What follows belongs to an exercise in optimizing a design on an open flow for small area, a short achievable clock period and few clock cycles per item; a production flow would make more cautious choices.
RTL that was checked went through simulation tests only; none was proved equivalent to the original.
The RTL of runs 1 to 3 was laid out without a check of its function.
Power figures rest on the tool's default switching activity, not on a simulated workload.

`design/flow/config.mk`:
```
export PLATFORM = sky130hd
export DESIGN_NAME = fuzzy_signature_scanner
export DESIGN_NICKNAME = fuzzy_signature_scanner
export VERILOG_FILES = /design/flow/design.v
export SDC_FILE = /design/flow/constraint.sdc
export NUM_CORES = 4
export LEC_CHECK = 0
export CAP_MARGIN = 20
export CORE_MARGIN = 2
export CORE_UTILIZATION = 40
export SLEW_MARGIN = 20
```
`design/flow/constraint.sdc`:
```
create_clock -name core_clock -period 7.5 [get_ports {clock}]
set_input_delay 1.5000 -clock core_clock [delete_from_list [all_inputs] [get_ports {clock}]]
set_output_delay 1.5000 -clock core_clock [all_outputs]
set_load 0.01 [all_outputs]
```
`design/flow/design.v`:
```
package fss_pkg;
   localparam int BYTE_BITS         = 8;
   localparam int CSR_INDEX_BITS    = 3;
   localparam int CSR_DATA_BITS     = 64;
   localparam int MATCH_BITS        = 6;
   localparam int OFFSET_OUT_BITS   = 32;
   localparam int REG_PATTERN_BYTES = 31;
   localparam int PATTERN_REG_BITS  = 4 * CSR_DATA_BITS;
   localparam logic [MATCH_BITS-1:0] MIN_MATCHES_RESET = 6'd31;
   typedef enum logic [CSR_INDEX_BITS-1:0] {
      CSR_PATTERN_LO    = 3'd0,
      CSR_PATTERN_MID   = 3'd1,
      CSR_PATTERN_UPPER = 3'd2,
      CSR_PATTERN_TOP   = 3'd3,
      CSR_FINAL_BYTE    = 3'd4,
      CSR_MIN_MATCHES   = 3'd5
   } csr_index_type;
   typedef struct packed {
      logic [CSR_DATA_BITS-1:0] pattern_top;
      logic [CSR_DATA_BITS-1:0] pattern_upper;
      logic [CSR_DATA_BITS-1:0] pattern_mid;
      logic [CSR_DATA_BITS-1:0] pattern_lo;
      logic [BYTE_BITS-1:0]     final_byte;
      logic [MATCH_BITS-1:0]    min_matches;
   } cfg_type;
endpackage
import fss_pkg::*;
module fss_match #(
   parameter int PATTERN_LEN = 32
) (
   input  logic [BYTE_BITS-1:0]                           data_byte,
   input  logic [PATTERN_LEN-1:0][BYTE_BITS-1:0]          pattern,
   output logic [PATTERN_LEN-1:0]                         equal
);
   for (genvar j = 0; j < PATTERN_LEN; j++) begin : g_pos
      assign equal[j] = (data_byte == pattern[j]);
   end
endmodule
import fss_pkg::*;
module fuzzy_signature_scanner #(
   parameter int PATTERN_LEN = 32,
   parameter int OFFSET_BITS = 32
) (
   input  logic                      clock,
   input  logic                      reset,
   input  logic                      req_valid,
   output logic                      req_ready,
   input  logic [7:0]                req_data_byte,
   input  logic                      req_end_of_region,
   output logic                      rsp_valid,
   input  logic                      rsp_ready,
   output logic                      rsp_found,
   output logic [31:0]               rsp_hit_offset,
   input  logic                      csr_wr_en,
   input  logic [2:0]                csr_index,
   input  logic [63:0]               csr_wdata
);
   localparam int N = PATTERN_LEN;
   logic [REG_PATTERN_BYTES-1:0][BYTE_BITS-1:0] pat_ff;    
   logic [BYTE_BITS-1:0]                        final_ff;  
   logic [MATCH_BITS-1:0]                       min_ff;
   logic [CSR_DATA_BITS-1:0] wdata;
   logic [5:0]               wr;
   assign wdata = reset ? {{(CSR_DATA_BITS-MATCH_BITS){1'b0}}, MIN_MATCHES_RESET} : csr_wdata;
   for (genvar r = 0; r < 6; r++) begin : g_wr
      assign wr[r] = reset || (csr_wr_en && csr_index == 3'(r));
   end
   always_ff @(posedge clock) begin
      if (wr[CSR_PATTERN_LO])    pat_ff[7:0]   <= reset ? '0 : wdata;
      if (wr[CSR_PATTERN_MID])   pat_ff[15:8]  <= reset ? '0 : wdata;
      if (wr[CSR_PATTERN_UPPER]) pat_ff[23:16] <= reset ? '0 : wdata;
      if (wr[CSR_PATTERN_TOP])   pat_ff[30:24] <= reset ? '0 : wdata[55:0];
      if (wr[CSR_FINAL_BYTE])    final_ff      <= reset ? '0 : wdata[BYTE_BITS-1:0];
      if (wr[CSR_MIN_MATCHES])   min_ff        <= wdata[MATCH_BITS-1:0];
   end
   logic                 in_valid_ff;
   logic [BYTE_BITS-1:0] in_byte_ff;
   logic                 in_eor_ff;
   logic                 ready_ff;
   logic                   first_ff;      
   logic [4:0]             seen_ff;       
   logic                   past_ff;       
   logic                   hit_done_ff;   
   logic [OFFSET_BITS-1:0] off_ff;        
   logic                   rsp_valid_ff, rsp_found_ff;
   logic [N-1:1][5:0] part;
   logic [N-1:0][BYTE_BITS-1:0] pattern;
   logic [N-1:0]                equal;
   assign pattern = {final_ff, pat_ff};
   fss_match #(
      .PATTERN_LEN(N)
   ) u_match (
      .data_byte(in_byte_ff),
      .pattern  (pattern),
      .equal    (equal)
   );
   logic hd, live, risky, stall, go;
   logic hit_if_eq, hit_if_ne, hit_now, miss_now, report;
   assign hd    = hit_done_ff && !first_ff;
   assign live  = !first_ff && (&seen_ff) && !hd;
   assign risky = live || (in_eor_ff && !hd);
   assign stall = rsp_valid_ff && risky;
   assign go    = in_valid_ff && !stall;
   assign hit_if_eq = (part[1] + 6'd1) >= min_ff;
   assign hit_if_ne = part[1] >= min_ff;
   assign hit_now   = live && (equal[N-1] ? hit_if_eq : hit_if_ne);
   assign miss_now  = in_eor_ff && !hd && !hit_now;
   assign report    = go && (hit_now || miss_now);
   logic                   in_valid_d, in_eor_d, first_d, hit_done_d, rsp_valid_d;
   logic [4:0]             seen_d;
   logic                   hd_d, live_d, risky_d, stall_d;
   logic [OFFSET_BITS-1:0] off_inc;
   always_comb begin
      in_valid_d  = (req_valid && ready_ff) || (in_valid_ff && !go);
      in_eor_d    = ready_ff ? req_end_of_region : in_eor_ff;
      first_d     = go ? in_eor_ff : first_ff;
      seen_d      = go ? (first_ff ? 5'd1 : ((&seen_ff) ? seen_ff : seen_ff + 5'd1)) : seen_ff;
      hit_done_d  = go ? (hd || hit_now) : hit_done_ff;
      rsp_valid_d = report || (rsp_valid_ff && !rsp_ready);
      hd_d    = hit_done_d && !first_d;
      live_d  = !first_d && (&seen_d) && !hd_d;
      risky_d = live_d || (in_eor_d && !hd_d);
      stall_d = rsp_valid_d && risky_d;
      off_inc = (off_ff == {{(OFFSET_BITS-6){1'b1}}, 6'b011111}) ? off_ff : off_ff + 1'b1;
   end
   always_ff @(posedge clock) begin
      if (reset) begin
         in_valid_ff  <= 1'b0;
         ready_ff     <= 1'b1;
         first_ff     <= 1'b1;
         rsp_valid_ff <= 1'b0;
      end else begin
         in_valid_ff  <= in_valid_d;
         ready_ff     <= !(in_valid_d && stall_d);
         first_ff     <= first_d;
         rsp_valid_ff <= rsp_valid_d;
      end
   end
   always_ff @(posedge clock) begin
      if (ready_ff) begin
         in_byte_ff <= req_data_byte;
         in_eor_ff  <= req_end_of_region;
      end
      seen_ff     <= seen_d;
      hit_done_ff <= hit_done_d;
      if (go) begin
         past_ff <= !first_ff && (&seen_ff);
         if (miss_now)
            off_ff <= '0;
         else if (live)
            off_ff <= past_ff ? off_inc : '0;
      end
      if (report)
         rsp_found_ff <= hit_now;
   end
   for (genvar k = 1; k < N; k++) begin : g_part
      localparam int W = $clog2(N - k + 1);
      logic [W-1:0] part_ff;
      if (k == N - 1) begin : g_last
         always_ff @(posedge clock)
            if (go) part_ff <= equal[0];
      end else begin : g_mid
         always_ff @(posedge clock)
            if (go) part_ff <= W'(part[k+1]) + W'(equal[N-1-k]);
      end
      assign part[k] = 6'(part_ff);
   end
   assign req_ready      = ready_ff;
   assign rsp_valid      = rsp_valid_ff;
   assign rsp_found      = rsp_found_ff;
   assign rsp_hit_offset = off_ff;
endmodule
```
`design/flow/run.sh`:
```
#!/bin/bash
# synth_recipe.tcl (not shown) runs the flow's synth.tcl, then flattens the netlist and writes it again
# the make line also repeats each setting of config.mk as NAME=value (left out here)
make -C /OpenROAD-flow-scripts/flow DESIGN_CONFIG=/design/flow/config.mk WORK_HOME=/design/flow/orfs CLKGATE_MAP_FILE= SYNTH_SCRIPT=/design/flow/synth_recipe.tcl finish
```
==> results of run 1 <==
[worst paths after layout]
path | start | end | slack, ns
setup / recovery | g_part[1].part_ff[0] | off_ff[10] | 3.55
hold / removal | g_part[5].part_ff[0] | g_part[4].part_ff[0] | 0.54
setup reg to reg | g_part[1].part_ff[0] | off_ff[10] | 3.55
hold reg to reg | g_part[5].part_ff[0] | g_part[4].part_ff[0] | 0.54
[worst reg2reg max path, stage by stage (launching register included)]
cell      delay, ns
edfxtp_1       0.46
ha_1           0.26
xor2_1         0.15
ha_1           0.30
a21o_1         0.19
a31oi_1        0.14
o21ai_0        0.12
mux2_4         0.31
a31oi_4        0.77
o211a_2        0.87
[Yosys cell counts, types with 11 or more instances]
library cell and n:
xor2_1 54, nand2_1 27, dfxtp_1 11, xnor2_1 301
inv_1 13, nor2_1 83, nand3_1 61, buf_1 16
nor2b_1 126, nand4_1 71, ha_1 72, clkbuf_1 29
edfxtp_1 433
[per-stage QoR]
step	hold slack, ns	cell area [sq um]	worst slack, ns	total power, mW	instances
after global placement	0.529	21900	3.34	3.57	2123
after floorplan	0.506	20000	1.46	3.40	1380
after global routing	0.562	23300	3.27	5.93	2212
after CTS	0.534	23300	3.52	5.77	2212
after detailed placement	0.536	21900	3.53	3.58	2123
final	0.539	23300	3.55	5.70	2212
[area by class of cell]
class | instances | area share [%]
multi-input combinational | 872 | 28.0
sequential | 444 | 56.6
clock inverter | 23 | 0.622
clock buffer | 66 | 5.57
timing repair buffer | 130 | 5.40
tap | 664 | 3.56
inverter | 13 | 0.209
[report_power, final]
group | switching, mW | leakage (nW) | internal, mW
logic | 0.263 | 2.80 | 0.238
clock network | 0.937 | 0.698 | 1.25
registers | 0.0871 | 4.26 | 2.93
total | 1.29 | 7.76 | 4.41
[layer usage]
metal | track usage (%) | part of all wire, % | vias to the layer above
li1 | - | - | 5210
met1 | 21.6 | 46 | 5326
met2 | 27.0 | 48 | 200
met3 | 2.57 | 3.6 | 60
met4 | 5.40 | 2.3 | 2
met5 | 0 | 0.044 | -
[sequential cells by signal, indices dropped and copies added, names as in the netlist]
signal,cells
final_ff,8
first_ff,1
g_part.part_ff,129
hit_done_ff,1
in_byte_ff,8
in_eor_ff,1
in_valid_ff,1
min_ff,6
off_ff,32
past_ff,1
pat_ff,248
ready_ff,1
rsp_found_ff,1
rsp_valid_ff,1
seen_ff,5
[kinds of logic after synthesis]
kind of cell	count (synthesis)
DFF	444
buffers and inverters	64
and+or+nand+nor	404
AOI/OAI and AO/OA	40
muxes	1
adders and majority gates	72
xor gates and xnor gates	355
==> flow_metrics.env, run 1 <==
export IMPL_drive_above_1_share_pct=6.14
export IMPL_crit_family="compound AO/OA/AOI/OAI gates"
export IMPL_path_clk_slew_ns=0.06
export IMPL_rsz0062_at_grt="no"
export IMPL_multi_input_area_sq_um=6540
export IMPL_clkLatencyLatePin_ns=0.58
export IMPL_cp_common_cell="ha_1"
export IMPL_hp_class="reg -> reg"
export IMPL_finalHoldViolations=0
export IMPL_cts_tree="built"
export IMPL_ys_flop_type="edfxtp_1"
export IMPL_slowest_delay_ns=0.87
export IMPL_synth_fa_ha_area_share_pct=4.50
export IMPL_ff2ff_path_depth=9
export IMPL_die_area_sq_um=51800
export IMPL_synthMuxAreaShare_pct=0.0750
export IMPL_cts_repair_resized=0
export IMPL_post_cts_buffers=0
export IMPL_yosysSeqAreaShare_pct=66.1
export IMPL_leakage_nw=7.76
export IMPL_core_area_sq_um=49200
export IMPL_synth_cell_types=48
export IMPL_antenna_found_initial=2
export IMPL_synth_compound_area_share_pct=1.51
export IMPL_cpMaxStageDelayCell="o211a_2"
export IMPL_post_route_period_util_pct=52.7
export IMPL_hpwl_mm=26.7
export IMPL_fin_util_pct=47.5
export IMPL_grt_pass1_vias=11000
export IMPL_num_antenna_cells=0
export IMPL_synth_edf_count=433
export IMPL_io_buffers=115
export IMPL_critPathCaptureType="register"
export IMPL_final_common_cell="edfxtp_1"
export IMPL_syn_area_sq_um=20000
export IMPL_start_util_pct=40.7
export IMPL_worstSetupStartpointType="register"
export IMPL_regArea_sq_um=13200
export IMPL_finalCriticalPeriod_ns=3.95
export IMPL_yosysWarnings=1
export IMPL_crit_fanout=33
export IMPL_vias=10800
export IMPL_dieWidth_um=228
export IMPL_worstMarginPinSlew_ns=1.02
export IMPL_power_density_nw_per_um2=244
export IMPL_worstSetupPathType="reg -> reg"
export IMPL_fp_dieH_um=228
export IMPL_cts_sinks=444
export IMPL_path_depth=9
export IMPL_grt_max_degree=82
export IMPL_synthTopCellsByArea="edfxtp_1 (65%), xnor2_1 (13%), ha_1 (4.5%)"
export IMPL_first_pass_iters=5
export IMPL_ioPinCount=116
export IMPL_grt_use_total_pct=16.2
export IMPL_synth_simple_area_share_pct=11.0
export IMPL_synth_top_cell_by_area="edfxtp_1"
export IMPL_fmax_mhz=253
export IMPL_synthCells=1380
export IMPL_grt_pass1_wl_mm=63.2
export IMPL_routed_wl_mm=40.6
export IMPL_min_path_cells=1
export IMPL_fin_skew_ns=0.0242
export IMPL_num_fill_cells=4267
export IMPL_vdd_ir_drop_worst_mv=0.167
export IMPL_cts_max_path_buffers=3
export IMPL_syn_nets=1533
export IMPL_grt_ovfl_total=0
export IMPL_final_cell_mix="edfxtp_1 (433), xnor2_1 (301), nor2b_1 (126)"
export IMPL_gp_congestion=0.811
export IMPL_ctsHoldBuffers=0
export IMPL_arrival_ns=4.15
export IMPL_wl_per_cell_um=18.4
export IMPL_viasPerCell=4.88
export IMPL_required_ns=7.69
export IMPL_slew_headroom_pct=31.7
export IMPL_drc=0
export IMPL_ys_ff_latch=444
export IMPL_syn_to_final_growth_pct=16.7
export IMPL_cts_root_buf="clkbuf_16"
export IMPL_final_nets=1662
export IMPL_crit_chain="ha_1 > xor2_1 > ha_1 > a21o_1 > a31oi_1 > o21ai_0 > mux2_4 > a31oi_4 > o211a_2"
export IMPL_synth_top_family_by_area="XOR/XNOR gates"
export IMPL_finalMaxSlewViolations=0
export IMPL_cts_buffers=48
export IMPL_synth_xor_xnor_area_share_pct=15.5
export IMPL_synth_avg_cell_area_sq_um=14.5
export IMPL_drv_cap=0
export IMPL_rows=81
export IMPL_crit_buf_inv=0
export IMPL_drt_initial_drc_count=807
export IMPL_fin_setup_tns_ns=0
export IMPL_ant_nets=0
export IMPL_status="no timing/DRC/antenna violations"
export IMPL_setup_viol=0
export IMPL_ys_async_sr_fraction_pct=0
export IMPL_htreeDepth=2
export IMPL_yosysTopAreaCellShare_pct=65.0
==> run 2, diff against run 1 <==
--- a/design/flow/design.v
+++ b/design/flow/design.v
@@ -101,9 +101,14 @@
    assign risky = live || (in_eor_ff && !hd);
    assign stall = rsp_valid_ff && risky;
    assign go    = in_valid_ff && !stall;
-   assign hit_if_eq = (part[1] + 6'd1) >= min_ff;
-   assign hit_if_ne = part[1] >= min_ff;
-   assign hit_now   = live && (equal[N-1] ? hit_if_eq : hit_if_ne);
+   logic hit_if_eq_ff, hit_if_ne_ff;
+   logic ge0, ge1, ge2;
+   assign ge0 = {1'b0, part[2]} >= {1'b0, min_ff};
+   assign ge1 = {1'b0, part[2]} + 7'd1 >= {1'b0, min_ff};
+   assign ge2 = {1'b0, part[2]} + 7'd2 >= {1'b0, min_ff};
+   assign hit_if_eq = equal[N-2] ? ge2 : ge1;
+   assign hit_if_ne = equal[N-2] ? ge1 : ge0;
+   assign hit_now   = live && (equal[N-1] ? hit_if_eq_ff : hit_if_ne_ff);
    assign miss_now  = in_eor_ff && !hd && !hit_now;
    assign report    = go && (hit_now || miss_now);
    logic                   in_valid_d, in_eor_d, first_d, hit_done_d, rsp_valid_d;
@@ -145,10 +150,10 @@
       hit_done_ff <= hit_done_d;
       if (go) begin
          past_ff <= !first_ff && (&seen_ff);
-         if (miss_now)
-            off_ff <= '0;
-         else if (live)
-            off_ff <= past_ff ? off_inc : '0;
+         hit_if_eq_ff <= hit_if_eq;
+         hit_if_ne_ff <= hit_if_ne;
+         if (live || (in_eor_ff && !hd))
+            off_ff <= (past_ff && live && !miss_now) ? off_inc : '0;
       end
       if (report)
          rsp_found_ff <= hit_now;
--- a/design/flow/config.mk
+++ b/design/flow/config.mk
@@ -5,7 +5,9 @@
 export SDC_FILE = /design/flow/constraint.sdc
 export NUM_CORES = 4
 export LEC_CHECK = 0
+export ABC_CLOCK_PERIOD_IN_PS = 3000
 export CAP_MARGIN = 20
 export CORE_MARGIN = 2
-export CORE_UTILIZATION = 40
+export CORE_UTILIZATION = 55
+export SETUP_SLACK_MARGIN = 4.5
 export SLEW_MARGIN = 20
==> run 2 against run 1 <==
Still clean. Non-clock buffer count grew 19. Die area down 27%. Combinational power increased by 2%. Critical path depth down 8. Count of clock-buffer cells in the layout is 5 lower. Routed wire length rose by 3.5%. First-iteration DRC count fell by 13%. Maximum frequency increased by 34%. Utilization grew 17 points. Critical path type is now reg -> out.
==> flow_metrics.env, run 2 <==
export IMPL_grt_pass1_vias=11000
export IMPL_hpwl_mm=26.3
export IMPL_wl_per_cell_um=20.6
export IMPL_cpMaxStageDelayCell="clkdlybuf4s50_1"
export IMPL_dieWidth_um=195
export IMPL_reg_largest_list="pat_ff x248, g_part.part_ff x124, off_ff x32"
export IMPL_clkLatencyLatePin_ns=0.57
export IMPL_ys_ff_latch=441
export IMPL_htreeDepth=2
export IMPL_vias=11000
export IMPL_fmax_mhz=339
export IMPL_worstMarginPinSlew_ns=0.965
export IMPL_antenna_found_initial=2
export IMPL_syn_area_sq_um=20100
export IMPL_yosysSeqAreaShare_pct=65.3
export IMPL_syn_to_final_growth_pct=16.6
export IMPL_setup_viol=0
export IMPL_leakage_nw=8.06
export IMPL_grt_pass1_wl_mm=62.9
export IMPL_finalCriticalPeriod_ns=2.95
export IMPL_gp_congestion=0.773
export IMPL_yosysWarnings=1
export IMPL_grt_use_total_pct=21.8
export IMPL_ys_async_sr_fraction_pct=0
export IMPL_regMostFlops="pat_ff"
export IMPL_die_area_sq_um=38100
export IMPL_drv_cap=0
export IMPL_fp_dieH_um=195
export IMPL_largest_reg_flops=248
export IMPL_ff2ff_path_depth=6
export IMPL_fin_cells=2037
export IMPL_routed_wl_mm=42.1
export IMPL_final_cell_mix="edfxtp_1 (430), xnor2_1 (307), nor2b_1 (122)"
export IMPL_synthCells=1387
export IMPL_synth_top_cell_by_area="edfxtp_1"
export IMPL_synth_cell_types=57
export IMPL_p_sw_share_pct=22.6
export IMPL_slowest_delay_ns=0.53
export IMPL_switchingPower_mw=1.28
export IMPL_fin_skew_ns=0.0159
export IMPL_min_path_cells=1
export IMPL_yosysMostFrequentCell="edfxtp_1"
export IMPL_p_clk_share_pct=38.0
export IMPL_viasPerCell=5.40
export IMPL_arrival_ns=1.45
export IMPL_io_buffers=115
export IMPL_required_ns=6.00
export IMPL_drive_above_1_share_pct=9.12
export IMPL_synth_avg_cell_area_sq_um=14.5
export IMPL_status="no timing/DRC/antenna violations"
export IMPL_ys_flop_type="edfxtp_1"
export IMPL_final_nets=1691
export IMPL_grt_ovfl_total=0
export IMPL_path_depth=1
export IMPL_power_frac_seq_pct=53.0
export IMPL_comb_power_share_pct=9.1
export IMPL_cts_buffers=47
export IMPL_critPathCaptureType="output pin"
export IMPL_power_density_nw_per_um2=241
export IMPL_rsz0062_at_grt="yes"
export IMPL_rows=70
export IMPL_cts_sinks=441
export IMPL_dp_worst_setup_slack_ns=3.89
export IMPL_fin_ws_ns=4.55
export IMPL_drt_initial_drc_count=703
export IMPL_post_route_period_util_pct=39.4
export IMPL_grt_max_degree=90
export IMPL_core_area_sq_um=36300
export IMPL_p_int_mw=4.37
export IMPL_ant_nets=0
export IMPL_dp_cells=1926
export IMPL_crit_buf_inv=1
export IMPL_hold_slack_ns=0.539
export IMPL_vdd_ir_drop_worst_mv=0.194
export IMPL_final_common_cell="edfxtp_1"
export IMPL_worstSetupStartpointType="register"
export IMPL_finalHoldViolations=0
export IMPL_ioPinCount=116
export IMPL_cts_max_path_buffers=3
export IMPL_path_clk_slew_ns=0.06
export IMPL_drc=0
export IMPL_power_mw=5.64
export IMPL_slew_headroom_pct=35.7
export IMPL_start_util_pct=55.4
export IMPL_fin_setup_tns_ns=0
export IMPL_crit_fanout=2
export IMPL_cts_root_buf="clkbuf_16"
export IMPL_crit_chain="clkdlybuf4s50_1"
export IMPL_worstSetupPathType="reg -> out"
export IMPL_crit_family="buffers and inverters"
export IMPL_finalMaxSlewViolations=0
export IMPL_hp_class="reg -> reg"
export IMPL_synthTopCellsByArea="edfxtp_1 (64%), xnor2_1 (13%), ha_1 (4.7%)"
export IMPL_synth_common_cells="edfxtp_1 (430), xnor2_1 (307), nor2b_1 (124)"
export IMPL_yosysTopAreaCellShare_pct=64.2
export IMPL_cts_tree="built"
export IMPL_first_pass_iters=5
export IMPL_synth_edf_count=430
export IMPL_syn_nets=1544
-- run 2: cell types whose count changed after synthesis, sizes merged, moves of 4 or more --
cell,change
a21o,+5
a31o,+4
and4,+4
buf,+13
clkbuf,-8
ha,+4
nand2,-5
nand3,-12
nor2,-5
xnor2,+6
xor2,-7
-- run 2: cells by family (layout without fill, tap and decap cells) --
kind of cell               count (synthesis)  count (layout)  share of synthesized area (%)
adders and majority gates                 76              76                           4.73
muxes                                      3               3                          0.174
AOI/OAI and AO/OA                         50              55                           1.92
xor gates and xnor gates                 354             354                           15.4
other                                      0               1                              0
DFF                                      441             441                           65.3
and+or+nand+nor                          391             391                           11.0
buffers and inverters                     72             248                           1.46
-- run 2: layer usage --
metal | vias up | track usage, % | wire [um]
met5 | - | 0 | 0
met4 | 0 | 6.45 | 1030
met3 | 55 | 4.54 | 2330
met2 | 235 | 34.6 | 19500
met1 | 5417 | 30.7 | 19200
li1 | 5285 | - | -
-- run 2: power groups by stage --
stage	Clock, mW	Combinational [mW]	Sequential (mW)
5_1_grt	2.29	0.561	3.01
2_1_floorplan	0	0.348	3.02
4_1_cts	2.19	0.509	2.99
3_5_place_dp	0	0.500	3.05
6_report	2.14	0.512	2.99
3_3_place_gp	0	0.494	3.05
-- run 2: timing repair --
| item | CTS | global route |
|---|---|---|
| cloned | 0 | 5 |
| setup endpoints to repair | 234 | 225 |
| pin swaps | 0 | 4 |
| setup buffers | 21 | 1 |
| gates resized for setup | 29 | 19 |
| hold buffers | 0 | 0 |
| endpoints found under the hold margin | 0 | 0 |
-- run 2: worst paths after layout --
| kind | from | slack [ns] | end |
|---|---|---|---|
| worst max-delay path | ready_ff | 4.55 | req_ready |
| worst min-delay path | seen_ff[1] | 0.54 | seen_ff[1] |
| worst max register to register | first_ff | 4.62 | g_part[20].part_ff[2] |
| worst min register to register | seen_ff[1] | 0.54 | seen_ff[1] |
-- run 2: metrics by stage --
stage	util [%]	cell area (sq um)
after floorplan	-	20200
after global placement	60.0	21700
after detailed placement	60.0	21700
after CTS	64.3	23300
after global routing	64.6	23400
final	64.6	23400
-- run 2: cell type report --
class                      count  area [sq um]
multi-input combinational    879          6830
clock inverter                22           129
timing repair buffer         149          1410
sequential                   441         13100
clock buffer                  61          1270
tap                          468           586
fill                        2709         12800
antenna                        1          2.50
inverter                      16          60.1
==> run 3, diff against run 2 <==
--- a/design/flow/config.mk
+++ b/design/flow/config.mk
@@ -5,9 +5,9 @@
 export SDC_FILE = /design/flow/constraint.sdc
 export NUM_CORES = 4
 export LEC_CHECK = 0
-export ABC_CLOCK_PERIOD_IN_PS = 3000
+export ABC_CLOCK_PERIOD_IN_PS = 2500
 export CAP_MARGIN = 20
 export CORE_MARGIN = 2
 export CORE_UTILIZATION = 55
-export SETUP_SLACK_MARGIN = 4.5
+export SETUP_SLACK_MARGIN = 5
 export SLEW_MARGIN = 20
==> run 3 against run 2 <==
Critical path type unchanged. Still clean on timing, DRC and antenna. Utilization up 2.2 points. Largest power group unchanged. Global-route usage is 1.8 points higher. Total power increased by 2.6%. Die area unchanged. Worst setup slack gained 0.29 ns.
==> flow_metrics.env, run 3 <==
export IMPL_status="no timing/DRC/antenna violations"
export IMPL_critPathCaptureType="output pin"
export IMPL_ant_nets=0
export IMPL_post_route_period_util_pct=35.5
export IMPL_worstMarginPinSlew_ns=0.748
export IMPL_yosysWarnings=1
export IMPL_first_pass_iters=6
export IMPL_grt_pass1_vias=11500
export IMPL_hp_class="reg -> reg"
export IMPL_core_area_sq_um=36300
export IMPL_grt_use_total_pct=23.7
export IMPL_final_cell_mix="edfxtp_1 (430), xnor2_1 (307), nor2b_1 (122)"
export IMPL_setup_viol=0
export IMPL_switchingPower_mw=1.33
export IMPL_fin_util_pct=66.8
export IMPL_worstSetupPathType="reg -> out"
export IMPL_gp_congestion=0.779
export IMPL_synth_common_cells="edfxtp_1 (430), xnor2_1 (307), nor2b_1 (124)"
export IMPL_final_nets=1747
export IMPL_synthTopCellsByArea="edfxtp_1 (64%), xnor2_1 (13%), ha_1 (4.7%)"
export IMPL_finalCriticalPeriod_ns=2.66
export IMPL_syn_nets=1544
export IMPL_cts_buffers=47
export IMPL_comb_power_share_pct=9.9
export IMPL_ys_flop_type="edfxtp_1"
export IMPL_ioPinCount=116
export IMPL_ys_async_sr_fraction_pct=0
export IMPL_cts_max_path_buffers=3
export IMPL_cts_sinks=441
export IMPL_synthCells=1387
export IMPL_slew_headroom_pct=50.1
export IMPL_final_common_cell="edfxtp_1"
export IMPL_path_clk_slew_ns=0.06
export IMPL_leakage_nw=8.41
export IMPL_ys_ff_latch=441
export IMPL_rows=70
export IMPL_p_sw_share_pct=23.0
export IMPL_wl_per_cell_um=21.5
export IMPL_synth_avg_cell_area_sq_um=14.5
export IMPL_power_frac_seq_pct=51.6
export IMPL_crit_buf_inv=1
export IMPL_ctsHoldBuffers=0
export IMPL_crit_fanout=2
export IMPL_worstSetupStartpointType="register"
export IMPL_arrival_ns=1.16
export IMPL_grt_pass1_wl_mm=67.2
export IMPL_syn_area_sq_um=20100
export IMPL_drv_cap=0
export IMPL_yosysTopAreaCellShare_pct=64.2
export IMPL_crit_family="flip-flops"
export IMPL_finalHoldViolations=0
export IMPL_fmax_mhz=376
export IMPL_cts_tree="built"
export IMPL_cpMaxStageDelayCell="edfxtp_1"
export IMPL_grt_max_degree=82
export IMPL_fp_dieH_um=195
export IMPL_p_int_mw=4.46
export IMPL_fin_skew_ns=0.0152
export IMPL_start_util_pct=55.4
export IMPL_finalMaxSlewViolations=0
export IMPL_vdd_ir_drop_worst_mv=0.182
export IMPL_viasPerCell=5.49
export IMPL_crit_chain="buf_2"
export IMPL_reg_largest_list="pat_ff x248, g_part.part_ff x124, off_ff x32"
export IMPL_clkLatencyLatePin_ns=0.58
export IMPL_power_density_nw_per_um2=239
export IMPL_synth_cell_types=57
export IMPL_hpwl_mm=26.0
export IMPL_fin_setup_tns_ns=0
export IMPL_antenna_found_initial=2
export IMPL_htreeDepth=2
export IMPL_drive_above_1_share_pct=15.6
export IMPL_die_area_sq_um=38100
export IMPL_synth_edf_count=430
export IMPL_largest_reg_flops=248
export IMPL_syn_to_final_growth_pct=20.5
export IMPL_io_buffers=115
export IMPL_slowest_delay_ns=0.41
export IMPL_p_clk_share_pct=38.5
export IMPL_required_ns=6.00
export IMPL_grt_ovfl_total=0
export IMPL_drt_initial_drc_count=889
export IMPL_synth_top_cell_by_area="edfxtp_1"
export IMPL_vias=11500
export IMPL_yosysMostFrequentCell="edfxtp_1"
export IMPL_regMostFlops="pat_ff"
export IMPL_dieWidth_um=195
export IMPL_routed_wl_mm=45.1
export IMPL_cts_root_buf="clkbuf_16"
export IMPL_drc=0
export IMPL_rsz0062_at_grt="yes"
export IMPL_yosysSeqAreaShare_pct=65.3
run 3: repair_timing:
action / 4_1_cts / 5_1_grt
gates cloned: 15 / 7
gates resized for setup: 196 / 22
endpoints found under the setup margin: 472 / 311
buffers inserted: 49 / 13
pin swaps: 9 / 5
run 3: area by class of cell:
cell class              count  area (sq um)
diodes                      1          2.50
clock inverters            31           241
well taps                 468           586
repair buffers            191          1890
inverters                  16          60.1
flip-flops and latches    441         13100
clock buffers              56          1230
multi-input cells         893          7060
fillers                  2699         12000
run 3: kinds of logic (layout without fill, tap and decap cells):
group | count (synthesis) | count (layout) | synth area share (%)
flops | 441 | 441 | 65.3
compound gates | 50 | 69 | 1.92
fa+ha+maj | 76 | 76 | 4.73
buf+inv | 72 | 294 | 1.46
other cells | 0 | 1 | 0
xor+xnor | 354 | 354 | 15.4
mux | 3 | 3 | 0.174
simple gates | 391 | 391 | 11.0
run 3: through the flow:
stage | cells | worst slack [ns] | hold WS, ns | power (mW) | cell area (sq um)
3_5_place_dp | 1925 | 3.79 | 0.528 | 3.55 | 21800
5_1_grt | 2096 | 4.81 | 0.549 | 6.00 | 24200
6_report | 2097 | 4.84 | 0.537 | 5.79 | 24200
4_1_cts | 2076 | 4.81 | 0.537 | 5.82 | 23900
3_3_place_gp | 1925 | 3.85 | 0.531 | 3.54 | 21800
2_1_floorplan | 1387 | 3.08 | 0.496 | 3.37 | 20200
run 3: routing by layer:
metal	vias to the layer above	GRT usage, %	wire, um
met2	298	37.8	21000
met1	5686	33.3	20200
met3	58	4.47	2960
met5	-	0	0
met4	0	6.81	908
li1	5465	-	-
run 3: final timing paths:
kind / start / to / slack, ns / cells after the start
worst max register to register: first_ff / off_ff[9] / 5.08 / 6
worst min register to register: seen_ff[1] / seen_ff[1] / 0.54 / 1
worst min-delay path: seen_ff[1] / seen_ff[1] / 0.54 / 1
worst max-delay path: off_ff[18] / rsp_hit_offset[18] / 4.84 / 1
run 3: power groups by stage:
stage | logic (mW) | registers, mW | clock network, mW
after floorplan | 0.349 | 3.02 | 0
after global placement | 0.496 | 3.04 | 0
after detailed placement | 0.501 | 3.05 | 0
after CTS | 0.559 | 2.99 | 2.27
after global routing | 0.625 | 3.01 | 2.36
final | 0.572 | 2.99 | 2.23
==> run 4, diff against run 3 <==
--- a/design/flow/design.v
+++ b/design/flow/design.v
@@ -114,7 +114,8 @@
    logic                   in_valid_d, in_eor_d, first_d, hit_done_d, rsp_valid_d;
    logic [4:0]             seen_d;
    logic                   hd_d, live_d, risky_d, stall_d;
-   logic [OFFSET_BITS-1:0] off_inc;
+   logic [OFFSET_BITS-1:0] off_inc, off_d;
+   logic                   off_upd, off_sel;
    always_comb begin
       in_valid_d  = (req_valid && ready_ff) || (in_valid_ff && !go);
       in_eor_d    = ready_ff ? req_end_of_region : in_eor_ff;
@@ -127,6 +128,9 @@
       risky_d = live_d || (in_eor_d && !hd_d);
       stall_d = rsp_valid_d && risky_d;
       off_inc = (off_ff == {{(OFFSET_BITS-6){1'b1}}, 6'b011111}) ? off_ff : off_ff + 1'b1;
+      off_upd = go && (live || (in_eor_ff && !hd));
+      off_sel = off_upd && past_ff && live && !miss_now;
+      off_d   = ({OFFSET_BITS{!off_upd}} & off_ff) | ({OFFSET_BITS{off_sel}} & off_inc);
    end
    always_ff @(posedge clock) begin
       if (reset) begin
@@ -152,11 +156,9 @@
          past_ff <= !first_ff && (&seen_ff);
          hit_if_eq_ff <= hit_if_eq;
          hit_if_ne_ff <= hit_if_ne;
-         if (live || (in_eor_ff && !hd))
-            off_ff <= (past_ff && live && !miss_now) ? off_inc : '0;
       end
-      if (report)
-         rsp_found_ff <= hit_now;
+      off_ff       <= off_d;
+      rsp_found_ff <= (report && hit_now) || (!report && rsp_found_ff);
    end
    for (genvar k = 1; k < N; k++) begin : g_part
       localparam int W = $clog2(N - k + 1);
==> run 4 against run 3 <==
Register-to-register slack better by 0.04 ns. Critical endpoint is now rsp_found. Critical path depth stayed put. Largest cell class unchanged. Sequential cell count stayed put. Synthesized area is 0.54% lower.
==> flow_metrics.env, run 4 <==
export IMPL_die_area_sq_um=37900
export IMPL_hp_class="reg -> reg"
export IMPL_fin_cells=2125
export IMPL_routed_wl_mm=44.0
export IMPL_status="no timing/DRC/antenna violations"
export IMPL_yosysMostFrequentCell="edfxtp_1"
export IMPL_drive_above_1_share_pct=14.7
export IMPL_largest_reg_flops=248
export IMPL_rsz0062_at_grt="yes"
export IMPL_clkLatencyLatePin_ns=0.59
export IMPL_ant_nets=0
export IMPL_io_buffers=115
export IMPL_fin_skew_ns=0.0232
export IMPL_grt_pass1_wl_mm=65.9
export IMPL_fmax_mhz=384
export IMPL_arrival_ns=1.10
export IMPL_crit_chain="buf_2"
export IMPL_vias=11800
export IMPL_final_nets=1785
export IMPL_reg_largest_list="pat_ff x248, g_part.part_ff x124, off_ff x32"
export IMPL_finalMaxSlewViolations=0
export IMPL_dieWidth_um=195
export IMPL_drc=0
export IMPL_num_fill_cells=2569
export IMPL_synth_cell_types=57
export IMPL_gp_congestion=0.775
export IMPL_start_util_pct=56.1
export IMPL_drt_initial_drc_count=689
export IMPL_synth_common_cells="edfxtp_1 (398), xnor2_1 (289), nor2b_1 (126)"
export IMPL_ctsHoldBuffers=0
export IMPL_cts_max_path_buffers=3
export IMPL_dp_cells=1978
export IMPL_critPathCaptureType="output pin"
export IMPL_rows=69
export IMPL_drv_cap=0
export IMPL_crit_family="flip-flops"
export IMPL_post_route_period_util_pct=34.7
export IMPL_wl_per_cell_um=20.7
export IMPL_final_common_cell="edfxtp_1"
export IMPL_fin_setup_tns_ns=0
export IMPL_viasPerCell=5.55
export IMPL_ioPinCount=116
export IMPL_cts_root_buf="clkbuf_16"
export IMPL_grt_max_degree=88
export IMPL_htreeDepth=2
export IMPL_slew_headroom_pct=56.3
export IMPL_yosysSeqAreaShare_pct=64.1
export IMPL_antenna_found_initial=1
export IMPL_crit_fanout=1
export IMPL_r2r_slack_ns=5.12
export IMPL_first_pass_iters=4
export IMPL_path_clk_slew_ns=0.06
export IMPL_cts_tree="built"
export IMPL_finalHoldViolations=0
export IMPL_leakage_nw=8.37
export IMPL_ys_async_sr_fraction_pct=0
export IMPL_yosysWarnings=1
export IMPL_hpwl_mm=25.2
export IMPL_synth_edf_count=398
export IMPL_synthCells=1450
export IMPL_syn_nets=1607
export IMPL_fp_dieH_um=195
export IMPL_finalCriticalPeriod_ns=2.60
export IMPL_core_area_sq_um=35700
export IMPL_grt_pass1_vias=11800
export IMPL_synth_avg_cell_area_sq_um=13.8
export IMPL_syn_area_sq_um=20000
export IMPL_regMostFlops="pat_ff"
export IMPL_worstSetupStartpointType="register"
export IMPL_worstMarginPinSlew_ns=0.651
export IMPL_grt_use_total_pct=23.0
export IMPL_hold_slack_ns=0.538
export IMPL_yosysTopAreaCellShare_pct=59.8
export IMPL_cpMaxStageDelayCell="edfxtp_1"
export IMPL_vdd_ir_drop_worst_mv=0.180
export IMPL_crit_buf_inv=1
export IMPL_ys_ff_latch=441
export IMPL_setup_viol=0
export IMPL_cts_sinks=441
export IMPL_final_cell_mix="edfxtp_1 (398), xnor2_1 (289), nor2b_1 (124)"
export IMPL_cts_buffers=47
export IMPL_synth_top_cell_by_area="edfxtp_1"
export IMPL_num_antenna_cells=0
export IMPL_ys_flop_type="edfxtp_1"
export IMPL_grt_ovfl_total=0
export IMPL_power_density_nw_per_um2=237
export IMPL_syn_to_final_growth_pct=20.6
export IMPL_required_ns=6.00
export IMPL_worstSetupPathType="reg -> out"
export IMPL_slowest_delay_ns=0.37
export IMPL_synthTopCellsByArea="edfxtp_1 (60%), xnor2_1 (13%), ha_1 (4.8%)"
## run 4: changes by cell type in the layout (fill, tap and decap cells not counted), sizes merged, moves of 19 or more
cell	change
nand2	+23
nor2	-26
dfxtp	+32
a21oi	+19
a31oi	+22
edfxtp	-32
## run 4: kinds of logic (layout without fill, tap and decap cells)
| kind of cell | after synthesis | in the layout | synth area share [%] |
|---|---|---|---|
| buf+inv | 81 | 279 | 1.60 |
| simple gates | 414 | 414 | 11.6 |
| fa+ha+maj | 76 | 76 | 4.76 |
| xor+xnor | 326 | 326 | 14.3 |
| flops | 441 | 441 | 64.1 |
| mux | 1 | 1 | 0.0563 |
| compound gates | 111 | 127 | 3.64 |
## run 4: worst paths after layout
check | start | to | cells past startpoint
worst max register to register | seen_ff[0] | ready_ff | 7
worst min register to register | g_part[19].part_ff[0] | g_part[18].part_ff[0] | 1
worst max-delay path | register | rsp_found | 1
worst min-delay path | g_part[19].part_ff[0] | g_part[18].part_ff[0] | 1
## run 4: cell type report
cell class,count,area (sq um),share of cell area (%)
clock buffer,66,1270,5.26
clock inverter,19,230,0.955
multi-input combinational,944,7240,30.0
timing repair inverter,1,8.76,0.0363
sequential,441,12900,53.6
timing repair buffer,172,1760,7.31
inverter,21,105,0.436
tap,461,577,2.39
## run 4: power breakdown
part / internal [mW] / switching [mW] / total, mW
sequential: 2.87 / 0.0804 / 2.95
clock: 1.32 / 0.935 / 2.26
combinational: 0.247 / 0.273 / 0.520
total: 4.43 / 1.29 / 5.72
## run 4: routing by layer
metal | up-vias | track usage (%) | routed length [um]
met1 | 5789 | 30.0 | 19000
met3 | 65 | 3.80 | 2250
li1 | 5660 | - | -
met5 | - | 0 | 11
met2 | 278 | 40.0 | 21900
met4 | 2 | 6.41 | 910
## run 4: worst register-to-register path, stage by stage (launching register included)
cell	delay (ns)
dfxtp_2	0.38
ha_2	0.27
nand4_4	0.22
or3_4	0.41
a211o_1	0.29
a21oi_2	0.15
nand2_1	0.06
or4_1	0.48
## run 4: timing repair
item	in CTS	in global routing
hold endpoints to repair	0	0
setup buffers	41	3
resized for setup	273	39
cloned	13	5
pin swaps	8	2
setup endpoints to repair	643	216
## run 4: metrics by stage
| stage | power [mW] | utilization [%] | setup WS [ns] | instance area [sq um] |
|---|---|---|---|---|
| 3_3_place_gp | 3.48 | 60.7 | 3.91 | 21600 |
| 4_1_cts | 5.76 | 67.0 | 4.86 | 23900 |
| 6_report | 5.72 | 67.6 | 4.90 | 24100 |
| 2_1_floorplan | 3.33 | - | 4.68 | 20100 |
| 3_5_place_dp | 3.49 | 60.7 | 3.87 | 21600 |
| 5_1_grt | 5.93 | 67.6 | 4.83 | 24100 |
Testbench counts of run 4, summed over its fixed seeds: cycles 35,186, bytes 35,180.
==> run 5, diff against run 4 <==
--- a/design/flow/config.mk
+++ b/design/flow/config.mk
@@ -9,5 +9,7 @@
 export CAP_MARGIN = 20
 export CORE_MARGIN = 2
 export CORE_UTILIZATION = 55
+export CTS_CLUSTER_DIAMETER = 60
+export CTS_CLUSTER_SIZE = 25
 export SETUP_SLACK_MARGIN = 5
 export SLEW_MARGIN = 20
==> run 5 against run 4 <==
Count of clock-buffer cells in the layout down 26. Utilization down 0.16 points. Highest routed layer unchanged. Largest cell class unchanged. Critical path type unchanged. Die area unchanged. Critical path depth unchanged. Critical endpoint unchanged. Sequential power about the same. Via count up 0.57%. Sequential cell count unchanged. Synthesized area unchanged. First-iteration DRC count up 1.6%.
==> flow_metrics.env, run 5 <==
export IMPL_status="no timing/DRC/antenna violations"
export IMPL_syn_to_final_growth_pct=20.3
export IMPL_grt_use_total_pct=23.0
export IMPL_htreeDepth=2
export IMPL_worstMarginPinSlew_ns=0.640
export IMPL_synth_top_cell_by_area="edfxtp_1"
export IMPL_leakage_nw=8.34
export IMPL_crit_chain="buf_2"
export IMPL_crit_family="flip-flops"
export IMPL_reg2reg_to="ready_ff"
export IMPL_regMostFlops="pat_ff"
export IMPL_grt_pass1_wl_mm=65.8
export IMPL_fin_skew_ns=0.0287
export IMPL_syn_area_sq_um=20000
export IMPL_ys_ff_latch=441
export IMPL_met2_usage_pct=40.1
export IMPL_drv_cap=0
export IMPL_wl_per_cell_um=20.9
export IMPL_vias=11900
export IMPL_clkLatencyLatePin_ns=0.55
export IMPL_drt_initial_drc_count=700
export IMPL_endpoint="rsp_found"
export IMPL_cts_buffers=36
export IMPL_cts_max_path_buffers=3
export IMPL_grt_busiest_layer="met2"
export IMPL_reg_largest_list="pat_ff x248, g_part.part_ff x124, off_ff x32"
export IMPL_cts_tree="built"
export IMPL_cts_sinks=441
export IMPL_ys_flop_type="edfxtp_1"
export IMPL_yosysMostFrequentCell="edfxtp_1"
export IMPL_path_clk_slew_ns=0.06
export IMPL_final_common_cell="edfxtp_1"
export IMPL_dieWidth_um=195
export IMPL_vdd_ir_drop_worst_mv=0.203
export IMPL_arrival_ns=1.07
export IMPL_worstSetupPathType="reg -> out"
export IMPL_required_ns=6.00
export IMPL_final_area_sq_um=24000
export IMPL_r2r_slack_ns=5.13
export IMPL_first_pass_iters=5
export IMPL_fp_dieH_um=195
export IMPL_hpwl_mm=25.2
export IMPL_critPathCaptureType="output pin"
export IMPL_ant_nets=0
export IMPL_path_depth=1
export IMPL_synthTopCellsByArea="edfxtp_1 (60%), xnor2_1 (13%), ha_1 (4.8%)"
export IMPL_drive_above_1_share_pct=15.3
export IMPL_viasPerCell=5.60
export IMPL_core_area_sq_um=35700
export IMPL_yosysWarnings=1
export IMPL_globalRouteMet3Util_pct=3.77
export IMPL_finalMaxSlewViolations=0
export IMPL_gp_congestion=0.775
export IMPL_gr_usage_met1_pct=29.9
export IMPL_synth_edf_count=398
export IMPL_die_area_sq_um=37900
export IMPL_slew_headroom_pct=57.0
export IMPL_power_density_nw_per_um2=224
export IMPL_rows=69
export IMPL_drc=0
export IMPL_ff2ff_path_depth=7
export IMPL_placed_area_sq_um=21600
export IMPL_crit_buf_inv=1
export IMPL_synth_common_cells="edfxtp_1 (398), xnor2_1 (289), nor2b_1 (126)"
export IMPL_antenna_found_initial=2
export IMPL_routed_wl_mm=44.2
export IMPL_yosysTopAreaCellShare_pct=59.8
export IMPL_ioPinCount=116
export IMPL_grt_ovfl_total=0
export IMPL_post_route_period_util_pct=34.2
export IMPL_cts_root_buf="clkbuf_16"
export IMPL_io_buffers=115
export IMPL_cpMaxStageDelayCell="edfxtp_1"
export IMPL_final_cell_mix="edfxtp_1 (398), xnor2_1 (289), nor2b_1 (124)"
export IMPL_rsz0062_at_grt="yes"
export IMPL_synth_avg_cell_area_sq_um=13.8
export IMPL_ys_async_sr_fraction_pct=0
export IMPL_grt_max_degree=88
export IMPL_regToRegStartpoint="seen_ff[0]"
export IMPL_start_util_pct=56.1
export IMPL_num_fill_cells=2567
export IMPL_yosysSeqAreaShare_pct=64.1
export IMPL_synthCells=1450
export IMPL_finalHoldViolations=0
export IMPL_synth_cell_types=57
export IMPL_fmax_mhz=390
export IMPL_setup_viol=0
export IMPL_syn_nets=1607
export IMPL_finalCriticalPeriod_ns=2.57
export IMPL_slowest_delay_ns=0.38
export IMPL_grt_pass1_vias=11700
export IMPL_crit_fanout=1
export IMPL_worstSetupStartpointType="register"
export IMPL_final_nets=1787
export IMPL_hp_class="reg -> reg"
export IMPL_fin_setup_tns_ns=0
export IMPL_largest_reg_flops=248
[run 5: per-layer routing]
metal / part of all wire [%] / wire length (um) / vias to the layer above
met1: 42 / 18700 / 5849
met4: 2.4 / 1080 / 2
met5: 0.023 / 10 / -
li1: - / - / 5669
met3: 5.5 / 2420 / 62
met2: 50 / 22000 / 279
[run 5: area by class of cell]
| class | instances | area (sq um) | share of cell area, % |
|---|---|---|---|
| sequential | 441 | 12900 | 53.7 |
| clock inverter | 24 | 214 | 0.890 |
| timing repair buffer | 185 | 2030 | 8.43 |
| antenna | 2 | 5.00 | 0.0208 |
| multi-input combinational | 944 | 7240 | 30.1 |
| tap | 461 | 577 | 2.40 |
| inverter | 21 | 105 | 0.437 |
| timing repair inverter | 1 | 8.76 | 0.0364 |
| clock buffer | 40 | 958 | 3.99 |
[run 5: power by group]
group	internal, mW	leakage [nW]	switching [mW]
clock network	0.988	0.562	0.907
registers	2.86	4.21	0.0807
logic	0.266	3.57	0.279
[run 5: logic make-up after synthesis]
| group | count (synthesis) | synth area share [%] |
|---|---|---|
| flip-flops | 441 | 64.1 |
| AND/OR/NAND/NOR | 414 | 11.6 |
| XOR/XNOR | 326 | 14.3 |
| AO/OA/AOI/OAI | 111 | 3.64 |
| buffers and inverters | 81 | 1.60 |
| adder cells (fa/ha/maj) | 76 | 4.76 |
| multiplexers | 1 | 0.0563 |
[run 5: worst min-delay path by stage]
stage	startpoint	to	slack, ns	depth (start not counted)
after CTS	off_ff[14]	off_ff[14]	0.53	2
after floorplan	off_ff[18]	off_ff[18]	0.49	1
after detailed placement	off_ff[18]	off_ff[18]	0.49	1
after global placement	off_ff[14]	off_ff[14]	0.48	1
final	seen_ff[1]	seen_ff[1]	0.54	2
after global routing	seen_ff[1]	seen_ff[1]	0.57	2
[run 5: through the flow]
stage               total power [mW]  utilization, %  instances  hold WS, ns  setup WS [ns]
detailed placement              3.49            60.7       1978        0.489           3.87
floorplan                       3.33               -       1450        0.489           4.68
finish                          5.38            67.4       2119        0.537           4.93
global route                    5.58            67.4       2117        0.566           4.89
CTS                             5.41            66.3       2103        0.532           4.87
global placement                3.48            60.7       1978        0.481           3.91
[run 5: timing repair]
action,CTS,global route
gates resized for setup,263,50
buffers inserted,47,10
endpoints found under the setup margin,643,275
hold buffers,0,0
pin swaps,9,3
gates cloned,14,4
==> run 6, diff against run 5 <==
--- a/design/flow/config.mk
+++ b/design/flow/config.mk
@@ -9,7 +9,7 @@
 export CAP_MARGIN = 20
 export CORE_MARGIN = 2
 export CORE_UTILIZATION = 55
-export CTS_CLUSTER_DIAMETER = 60
-export CTS_CLUSTER_SIZE = 25
+export CTS_CLUSTER_DIAMETER = 80
+export CTS_CLUSTER_SIZE = 30
 export SETUP_SLACK_MARGIN = 5
 export SLEW_MARGIN = 20
==> run 6 against run 5 <==
Sequential power is essentially flat. Critical path type unchanged. Synthesized area is the same. Cell count shrank 1.2%. First-iteration DRC count shrank 1.4%. Largest cell class unchanged. Synthesized cell count is the same. Largest power group unchanged.
==> flow_metrics.env, run 6 <==
export IMPL_synth_edf_count=398
export IMPL_reg_largest_list="pat_ff x248, g_part.part_ff x124, off_ff x32"
export IMPL_power_density_nw_per_um2=209
export IMPL_fp_dieH_um=195
export IMPL_cts_buffers=23
export IMPL_start_util_pct=56.1
export IMPL_hold_slack_ns=0.542
export IMPL_whs_endpoint="seen_ff[1]"
export IMPL_worstSetupPathType="reg -> out"
export IMPL_leakage_nw=8.13
export IMPL_final_common_cell="edfxtp_1"
export IMPL_clkLatencyLatePin_ns=0.57
export IMPL_grt_pass1_vias=11500
export IMPL_setup_viol=0
export IMPL_path_clk_slew_ns=0.11
export IMPL_post_route_period_util_pct=34.7
export IMPL_htreeDepth=1
export IMPL_syn_nets=1607
export IMPL_grt_ovfl_total=0
export IMPL_hp_class="reg -> reg"
export IMPL_yosysMostFrequentCell="edfxtp_1"
export IMPL_reg2reg_to="ready_ff"
export IMPL_synth_avg_cell_area_sq_um=13.8
export IMPL_yosysWarnings=1
export IMPL_rsz0062_at_grt="yes"
export IMPL_ioPinCount=116
export IMPL_syn_to_final_growth_pct=18.2
export IMPL_timing_hold_worst_start="seen_ff[1]"
export IMPL_final_nets=1775
export IMPL_hpwl_mm=25.2
export IMPL_synth_cell_types=57
export IMPL_cts_root_buf="clkbuf_16"
export IMPL_status="no timing/DRC/antenna violations"
export IMPL_fin_util_pct=66.2
export IMPL_synthTopCellsByArea="edfxtp_1 (60%), xnor2_1 (13%), ha_1 (4.8%)"
export IMPL_ant_nets=0
export IMPL_first_pass_iters=7
export IMPL_slowest_delay_ns=0.39
export IMPL_grt_use_total_pct=22.7
export IMPL_dp_cells=1978
export IMPL_viasPerCell=5.59
export IMPL_fin_skew_ns=0.0209
export IMPL_regToRegStartpoint="in_byte_ff[5]"
export IMPL_gp_congestion=0.775
export IMPL_fin_ws_ns=4.90
export IMPL_ff2ff_path_depth=7
export IMPL_drc=0
export IMPL_antenna_found_initial=1
export IMPL_crit_family="flip-flops"
export IMPL_crit_chain="buf_2"
export IMPL_vias=11700
export IMPL_num_fill_cells=2623
export IMPL_final_area_sq_um=23600
export IMPL_vdd_ir_drop_worst_mv=0.254
export IMPL_placed_area_sq_um=21600
export IMPL_ys_async_sr_fraction_pct=0
export IMPL_required_ns=6.00
export IMPL_grt_max_degree=88
export IMPL_grt_pass1_wl_mm=65.3
export IMPL_slew_headroom_pct=54.1
export IMPL_drive_above_1_share_pct=14.3
export IMPL_path_depth=1
export IMPL_arrival_ns=1.10
export IMPL_ys_ff_latch=441
export IMPL_cts_tree="built"
export IMPL_regMostFlops="pat_ff"
export IMPL_worstSetupStartpointType="register"
export IMPL_ys_flop_type="edfxtp_1"
export IMPL_cpMaxStageDelayCell="edfxtp_1"
export IMPL_crit_buf_inv=1
export IMPL_io_buffers=115
export IMPL_dieWidth_um=195
export IMPL_final_cell_mix="edfxtp_1 (398), xnor2_1 (289), nor2b_1 (124)"
export IMPL_worstMarginPinSlew_ns=0.683
export IMPL_core_area_sq_um=35700
export IMPL_dp_worst_setup_slack_ns=3.87
export IMPL_routed_wl_mm=44.0
export IMPL_synth_top_cell_by_area="edfxtp_1"
export IMPL_finalMaxSlewViolations=0
export IMPL_yosysTopAreaCellShare_pct=59.8
export IMPL_syn_area_sq_um=20000
export IMPL_cts_sinks=441
export IMPL_critPathCaptureType="output pin"
export IMPL_synthCells=1450
export IMPL_ctsHoldBuffers=0
export IMPL_finalHoldViolations=0
export IMPL_r2r_slack_ns=5.11
export IMPL_finalCriticalPeriod_ns=2.60
export IMPL_drv_cap=0
export IMPL_fin_setup_tns_ns=0
export IMPL_min_path_cells=2
export IMPL_power_mw=4.94
export IMPL_die_area_sq_um=37900
export IMPL_wl_per_cell_um=21.0
export IMPL_fmax_mhz=384
export IMPL_cts_max_path_buffers=3
export IMPL_rows=69
export IMPL_fin_cells=2094
export IMPL_synth_common_cells="edfxtp_1 (398), xnor2_1 (289), nor2b_1 (126)"
export IMPL_largest_reg_flops=248
export IMPL_drt_initial_drc_count=690
export IMPL_crit_fanout=1
export IMPL_yosysSeqAreaShare_pct=64.1
run 6: cell counts after synthesis:
No cell type changed its count.
run 6: timing repair:
item                                    4_1_cts  5_1_grt
gates resized for setup                     277       33
endpoints found under the setup margin      644      212
setup buffers                                42       15
pin swaps                                     8        4
cloned                                       13        6
run 6: worst max path at each step:
stage	startpoint	to	slack [ns]
global placement	csr_index[1]	pat_ff[94]	3.91
global route	register	rsp_found	4.83
detailed placement	csr_wr_en	pat_ff[28]	3.87
floorplan	reset	pat_ff[100]	4.68
finish	register	rsp_found	4.90
CTS	register	rsp_found	4.86
run 6: cell type report:
type,count,area (sq um),area share (%)
Timing Repair Buffer,185,1990,8.44
Inverter,21,105,0.445
Sequential cell,441,12900,54.7
Timing Repair inverter,1,8.76,0.0371
Tap cell,461,577,2.44
Clock inverter,14,188,0.795
Multi-Input combinational cell,945,7250,30.7
Clock buffer,25,583,2.47
Antenna cell,1,2.50,0.0106
run 6: routing by layer:
metal / track usage [%] / wire [um] / up-vias
met5: 0 / 0 / -
met4: 4.79 / 901 / 0
met3: 2.41 / 1920 / 54
met2: 40.9 / 22300 / 242
met1: 29.7 / 18800 / 5784
li1: - / - / 5621
run 6: logic make-up (layout without fill, tap and decap cells):
| family | count (synthesis) | after routing | share of synthesized area, % |
|---|---|---|---|
| and+or+nand+nor | 414 | 414 | 11.6 |
| xor gates and xnor gates | 326 | 326 | 14.3 |
| DFF | 441 | 441 | 64.1 |
| muxes | 1 | 1 | 0.0563 |
| AOI/OAI and AO/OA | 111 | 128 | 3.64 |
| adders and majority gates | 76 | 76 | 4.76 |
| other | 0 | 1 | 0 |
| buffers and inverters | 81 | 246 | 1.60 |
run 6: power by group:
part / internal (mW) / switching [mW] / total (mW)
logic: 0.261 / 0.279 / 0.541
clock network: 0.615 / 0.845 / 1.46
registers: 2.86 / 0.0800 / 2.94
==> run 7, diff against run 6 <==
==> design/flow/flow/run.sh (new file) <==
#!/bin/bash
set -euo pipefail
bash standard.sh \
  "BUFFER_PORTS_ARGS=-buffer_cell sky130_fd_sc_hd__buf_1" \
  "CTS_ARGS=-sink_clustering_enable -repair_clock_nets -sink_clustering_size 30 -sink_clustering_max_diameter 80 -dont_use_dummy_load" \
  finish > flow.log 2>&1
==> design/flow/standard.sh (new file) <==
#!/bin/bash
# synth_recipe.tcl (not shown) runs the flow's synth.tcl, then flattens the netlist and writes it again
# the make line also repeats each setting of config.mk as NAME=value (left out here)
make -C /OpenROAD-flow-scripts/flow DESIGN_CONFIG=/design/flow/config.mk WORK_HOME=/design/flow/orfs CLKGATE_MAP_FILE= SYNTH_SCRIPT=/design/flow/synth_recipe.tcl "${@:-finish}"
--- a/design/flow/config.mk
+++ b/design/flow/config.mk
@@ -8,8 +8,8 @@
 export ABC_CLOCK_PERIOD_IN_PS = 2500
 export CAP_MARGIN = 20
 export CORE_MARGIN = 2
-export CORE_UTILIZATION = 55
+export CORE_UTILIZATION = 60
 export CTS_CLUSTER_DIAMETER = 80
 export CTS_CLUSTER_SIZE = 30
-export SETUP_SLACK_MARGIN = 5
+export SETUP_SLACK_MARGIN = 4.9
 export SLEW_MARGIN = 20
removed: design/flow/run.sh
==> run 7 against run 6 <==
Clock skew increased by 0.023 ns. Die area decreased by 8.2%. Critical path depth increased by 2. Sequential power about the same. Worst setup slack got worse by 0.12 ns. Cell count decreased by 4.5%. Via count decreased by 3.0%. Hold slack got worse by 0.078 ns. Cell area decreased by 7.1%. Combinational power decreased by 11%. Critical path type is now in -> reg. Critical endpoint is now pat_ff[58]. Largest cell class unchanged. Highest routed layer is now met5.
==> flow_metrics.env, run 7 <==
export IMPL_drt_initial_drc_count=708
export IMPL_grt_max_degree=72
export IMPL_syn_nets=1607
export IMPL_largest_reg_flops=248
export IMPL_cpMaxStageDelayCell="a21o_2"
export IMPL_whs_endpoint="off_ff[18]"
export IMPL_regMostFlops="pat_ff"
export IMPL_post_route_period_util_pct=36.4
export IMPL_final_nets=1716
export IMPL_synth_cell_types=57
export IMPL_slowest_delay_ns=0.53
export IMPL_synth_edf_count=398
export IMPL_critPathLaunch="csr_wr_en"
export IMPL_arrival_ns=2.90
export IMPL_synth_fa_ha_area_share_pct=4.76
export IMPL_required_ns=7.67
export IMPL_yosysWarnings=1
export IMPL_ys_flop_type="edfxtp_1"
export IMPL_synthCells=1450
export IMPL_synthMuxAreaShare_pct=0.0563
export IMPL_drc=0
export IMPL_clkLatencyLatePin_ns=0.56
export IMPL_antenna_found_initial=3
export IMPL_finalHoldViolations=0
export IMPL_ys_ff_latch=441
export IMPL_drv_cap=0
export IMPL_final_common_cell="edfxtp_1"
export IMPL_timing_hold_worst_start="off_ff[18]"
export IMPL_cts_sinks=441
export IMPL_wl_per_cell_um=20.4
export IMPL_viasPerCell=5.67
export IMPL_synth_compound_area_share_pct=3.64
export IMPL_grt_pass1_vias=11200
export IMPL_reg2reg_to="off_ff[27]"
export IMPL_cts_buffers=21
export IMPL_power_mw=4.63
export IMPL_worstSetupStartpointType="primary input"
export IMPL_finalCriticalPeriod_ns=2.73
export IMPL_p_sw_share_pct=22.7
export IMPL_p_clk_share_pct=26.0
export IMPL_slew_headroom_pct=57.0
export IMPL_critPathCaptureType="register"
export IMPL_status="no timing/DRC/antenna violations"
export IMPL_worstMarginPinSlew_ns=0.640
export IMPL_p_int_mw=3.58
export IMPL_gp_congestion=0.801
export IMPL_r2r_slack_ns=5.04
export IMPL_grt_use_total_pct=22.7
export IMPL_min_path_cells=1
export IMPL_htreeDepth=1
export IMPL_crit_family="compound AO/OA/AOI/OAI gates"
export IMPL_power_frac_seq_pct=63.5
export IMPL_rows=66
export IMPL_grt_ovfl_total=0
export IMPL_synth_avg_cell_area_sq_um=13.8
export IMPL_die_area_sq_um=34800
export IMPL_yosysTopAreaCellShare_pct=59.8
export IMPL_regToRegStartpoint="in_byte_ff[3]"
export IMPL_core_area_sq_um=32700
export IMPL_fin_skew_ns=0.0435
export IMPL_synth_xor_xnor_area_share_pct=14.3
export IMPL_routed_wl_mm=40.8
export IMPL_first_pass_iters=5
export IMPL_hp_class="reg -> reg"
export IMPL_syn_to_final_growth_pct=9.82
export IMPL_ys_async_sr_fraction_pct=0
export IMPL_ant_nets=0
export IMPL_leakage_nw=7.36
export IMPL_rsz0062_at_grt="yes"
export IMPL_vias=11300
export IMPL_ff2ff_path_depth=8
export IMPL_yosysSeqAreaShare_pct=64.1
export IMPL_syn_area_sq_um=20000
export IMPL_cts_tree="built"
export IMPL_path_clk_slew_ns=0.10
export IMPL_drive_above_1_share_pct=9.25
export IMPL_crit_chain="buf_1 > nor2b_4 > a21o_2"
export IMPL_fp_dieH_um=187
export IMPL_yosysMostFrequentCell="edfxtp_1"
export IMPL_hpwl_mm=25.2
export IMPL_reg_largest_list="pat_ff x248, g_part.part_ff x124, off_ff x32"
export IMPL_setup_viol=0
export IMPL_vdd_ir_drop_worst_mv=0.196
export IMPL_power_density_nw_per_um2=211
export IMPL_grt_pass1_wl_mm=61.1
export IMPL_synth_simple_area_share_pct=11.6
export IMPL_cts_root_buf="clkbuf_16"
export IMPL_crit_buf_inv=1
export IMPL_synthTopCellsByArea="edfxtp_1 (60%), xnor2_1 (13%), ha_1 (4.8%)"
export IMPL_start_util_pct=61.1
export IMPL_synth_top_family_by_area="XOR/XNOR gates"
export IMPL_dieWidth_um=187
export IMPL_ioPinCount=116
export IMPL_synth_top_cell_by_area="edfxtp_1"
export IMPL_cts_max_path_buffers=3
export IMPL_ctsHoldBuffers=0
export IMPL_fmax_mhz=366
export IMPL_crit_fanout=16
export IMPL_switchingPower_mw=1.05
export IMPL_worstSetupPathType="in -> reg"
export IMPL_fin_setup_tns_ns=0
export IMPL_comb_power_share_pct=10.4
export IMPL_num_fill_cells=2444
export IMPL_final_cell_mix="edfxtp_1 (398), xnor2_1 (287), nor2b_1 (124)"
export IMPL_io_buffers=115
export IMPL_finalMaxSlewViolations=0
export IMPL_synth_common_cells="edfxtp_1 (398), xnor2_1 (289), nor2b_1 (126)"
-- run 7: cell counts after synthesis --
Identical to the previous run, type by type.
-- run 7: area by class of cell --
cell class / count / area [sq um] / share of cell area, %
sequential: 441 / 12900 / 58.8
clock buffer: 21 / 526 / 2.39
tap: 442 / 553 / 2.52
inverter: 21 / 105 / 0.479
multi-input combinational: 933 / 7060 / 32.1
timing repair inverter: 1 / 8.76 / 0.0399
timing repair buffer: 140 / 797 / 3.63
antenna: 1 / 2.50 / 0.0114
-- run 7: power groups by stage --
stage | Combinational [mW] | Clock, mW | Sequential [mW]
after floorplan | 0.341 | 0 | 2.98
after global placement | 0.450 | 0 | 3.00
after detailed placement | 0.457 | 0 | 3.00
after CTS | 0.464 | 1.23 | 2.95
after global routing | 0.532 | 1.31 | 2.96
final | 0.484 | 1.20 | 2.94
-- run 7: through the flow --
step	area, sq um	utilization (%)	hold slack [ns]	std cells	setup WS [ns]
final	22000	67.1	0.464	2000	4.77
after global routing	22000	67.1	0.488	1999	4.73
after CTS	21600	65.9	0.479	1982	4.64
after detailed placement	20900	63.9	0.483	1960	4.07
after global placement	20900	63.9	0.478	1960	4.10
after floorplan	20100	-	0.489	1450	4.68
-- run 7: kinds of logic (layout without fill, tap and decap cells) --
logic type                 Yosys count  in the layout
and+or+nand+nor                    414            414
adders and majority gates           76             76
DFF                                441            441
xor gates and xnor gates           326            326
muxes                                1              1
buffers and inverters               81            183
other                                0              1
AOI/OAI and AO/OA                  111            116
-- run 7: how the worst max path moves through the flow --
stage / cells after the start / to
detailed placement: 2 / pat_ff[86]
global placement: 2 / pat_ff[83]
global route: 3 / pat_ff[132]
CTS: 2 / pat_ff[91]
floorplan: 4 / pat_ff[100]
finish: 3 / pat_ff[58]
-- run 7: timing repair --
action,4_1_cts,5_1_grt
resized for setup,59,77
buffers inserted,1,10
endpoints found under the setup margin,362,406
gates cloned,0,6
pin swaps,0,4
-- run 7: metal layers --
metal  routed length, um  vias up  global-route usage, %
met5                  11        -                      0
met4                1110        2                   6.41
met3                2400       48                   3.37
met2               19400      280                   38.4
met1               17800     5551                   30.7
li1                    -     5467                      -

[separate check: timing with driven ports]
Ports are ideal in the flow. The routed layouts listed here were re-timed in OpenROAD.
Step 1 sets driving cells, clkbuf_16 on the clock port and buf_2 on the other inputs (assumed; they add their load-dependent delay and slew).
Step 2 moves the port delays by t, midway between the first and last clock arrival at a register: inputs arrive t later, outputs are due t later. That takes back most of the time a late clock gives input paths.
Three values: no drivers, after step 1, after step 2; two values: the first two.
run | t (ns) | slack for setup (ns) | worst setup path after step 2 | worst data-port slew with drivers (ns)
run 1 | 0.617 | 3.546 / 3.546 / 3.511 | input to register | 0.06
run 2 | 0.619 | 4.548 / 4.494 / 3.966 | input to register | 0.06
run 3 | 0.632 | 4.838 / 4.779 / 4.370 | input to register | 0.04
run 4 | 0.630 | 4.896 / 4.841 / 4.296 | input to register | 0.08
run 5 | 0.590 | 4.934 / 4.881 / 4.414 | input to register | 0.08
run 6 | 0.613 | 4.895 / 4.843 / 4.337 | input to register | 0.08
run 7 | 0.593 | 4.770 / 4.775 / 4.182 | input to register | 0.05
After both steps every run listed still meets setup and hold. The setup slack of run 4, which loses most, moves by -0.055 ns with the drivers and by -0.600 ns with both steps.
